From an optimization exercise on the open Yosys and OpenROAD flow, aimed at a short achievable clock period and few clock cycles; shortcuts taken in it are not production practice.
Function was checked by simulation only, so behaviour that the tests miss may differ from the original.
Power figures rest on the tool's default switching activity, not on a simulated workload.

## cpu_top
module cpu_top (
	input  logic               clk_in,
	input  logic               rst_in,
	input  logic               rdy_in,
	input  logic [7:0]         mem_din,
	output logic [7:0]         mem_dout,
	output logic [18-1:0] mem_a,
	output logic               mem_wr
);
	localparam logic [6:0] OP_LUI    = 7'b0110111;
	localparam logic [6:0] OP_AUIPC  = 7'b0010111;
	localparam logic [6:0] OP_JAL    = 7'b1101111;
	localparam logic [6:0] OP_JALR   = 7'b1100111;
	localparam logic [6:0] OP_BRANCH = 7'b1100011;
	localparam logic [6:0] OP_LOAD   = 7'b0000011;
	localparam logic [6:0] OP_STORE  = 7'b0100011;
	localparam logic [6:0] OP_IMM    = 7'b0010011;
	localparam logic [6:0] OP_REG    = 7'b0110011;
	typedef enum logic [2:0] {
		st_idle, st_decode, st_execute, st_memory, st_resolve
	} state_e;
	logic               cur_fetch;
	logic               cur_load;
	logic               prv_fetch;
	logic               prv_load;
	logic [18-1:0] prv_a;       
	localparam int CW = 4;           
	localparam int TW = 18 - 2 - CW;
	logic [32-1:0]   fpc;         
	logic [18-1:2] ipc;         
	logic [1:0]         icnt;        
	logic [1:0]         ahead;       
	logic [23:0]        asm_b;       
	logic [(1<<CW)-1:0] c_valid;
	logic [TW-1:0]      c_tag  [1<<CW];
	logic [31:0]        c_data [1<<CW];
	state_e             state;
	logic [31:0]        ir;
	logic [32-1:0]   pc;
	logic [32-1:0]   pc4;
	logic [32-1:0]   op_a;
	logic [32-1:0]   op_b;
	logic [32-1:0]   sdata;
	logic [32-1:0]   tgt;
	logic [32-1:0]   res;
	logic [9:0]         alu_op;
	logic [2:0]         x_f3;
	logic [4:0]         x_rd;
	logic               x_wr;
	logic               x_ld;
	logic               x_st;
	logic               x_br;
  ...
Settings: LEC_CHECK=0, ABC_CLOCK_PERIOD_IN_PS=3000, CAP_MARGIN=20, CORE_MARGIN=2, CORE_UTILIZATION=40, SETUP_SLACK_MARGIN=5, SLEW_MARGIN=20; clock period 8.5 ns.
standard.sh (not shown) runs the stock make flow with config.mk's settings and CLKGATE_MAP_FILE= SYNTH_SCRIPT=/design/flow/synth_recipe.tcl, a recipe that flattens the netlist after the stock synthesis.
==> flow/flow/run.sh <==
#!/bin/bash
# The standard layout, with timing repair aimed past the clock period's own slack
# (the constraints stay the design's; only how hard repair_timing works changes)
set -euo pipefail
MARGIN=5.5
bash standard.sh SETUP_SLACK_MARGIN=$MARGIN finish > standard_finish.log 2>&1
The starting point passed the timing, DRC and antenna checks.
Testbench counts at the start, summed over its fixed seeds: cycles 116,109.
Then changed:
==> flow/run.sh (new file) <==
#!/bin/bash
# synth_recipe.tcl (not shown) runs the flow's synth.tcl, then flattens the netlist and writes it again
# the make line also repeats each setting of config.mk as NAME=value (left out here)
make -C /OpenROAD-flow-scripts/flow DESIGN_CONFIG=/design/flow/config.mk WORK_HOME=/design/flow/orfs CLKGATE_MAP_FILE= SYNTH_SCRIPT=/design/flow/synth_recipe.tcl finish
ABC_CLOCK_PERIOD_IN_PS = 1000   (was 3000)
removed: flow/flow/run.sh
removed: flow/standard.sh
Effect: The new run finished with timing, DRC and antenna clean. Combinational power fell by 15%. Synthesized cell count does not change. Wire length fell by 3.5%. Final area fell by 5.1%. Worst setup slack is worse by 0.014 ns.

* * *

cpu_top again, from the RTL that the note above started with.
Settings: LEC_CHECK=0, CAP_MARGIN=20, CORE_MARGIN=2, CORE_UTILIZATION=40, SETUP_SLACK_MARGIN=5, SLEW_MARGIN=20, SYNTH_HIERARCHICAL=1; clock period 8.5 ns.
run.sh (not shown) runs the stock make flow with config.mk's settings and CLKGATE_MAP_FILE= SYNTH_SCRIPT=/design/flow/synth_recipe.tcl, a recipe that flattens the netlist after the stock synthesis.
Stock flow here: none of the scripts above is used.
The starting point passed the timing, DRC and antenna checks.
Testbench counts at the start, summed over its fixed seeds: cycles 116,109.
Then changed:
Settings changed: ABC_CLOCK_PERIOD_IN_PS set to 2000, SYNTH_HIERARCHICAL 1 to unset.
Result: The changed run completed with no timing, DRC or antenna violations. Worst hold slack stays flat. Core utilization grows by 0.71 points. Total power came out lower by 0.48%.

## static timing again, ports no longer ideal
The flow's constraints put no driver on any port. The routed layouts listed below were extracted and timed again, unchanged, in two steps. Step 1: set_driving_cell puts a clkbuf_16 on clk_in and a buf_2 on each other input, an assumption about the parent block. Step 2 times the ports against the registers' clock, not the clock port: input delays grow and output delays shrink by t, the midpoint of the rising clock arrivals with the driver on. Three values: ideal ports, drivers, drivers and shift; two values: the first two.
| run | t, ns | setup slack, ns | slew at the worst register clock pin (ns) |
|---|---|---|---|
| the first run of note 1 | 0.962 | 4.131 / 4.131 / 4.131 | 0.10 / 0.10 |
| the second run of note 1 | 0.971 | 4.118 / 4.118 / 4.034 | 0.07 / 0.07 |
| the first run of note 2 | 0.949 | 3.812 / 3.812 / 3.812 | 0.07 / 0.07 |
| the second run of note 2 | 0.971 | 4.118 / 4.118 / 4.034 | 0.07 / 0.07 |
After both steps setup and hold are still met in every run listed.
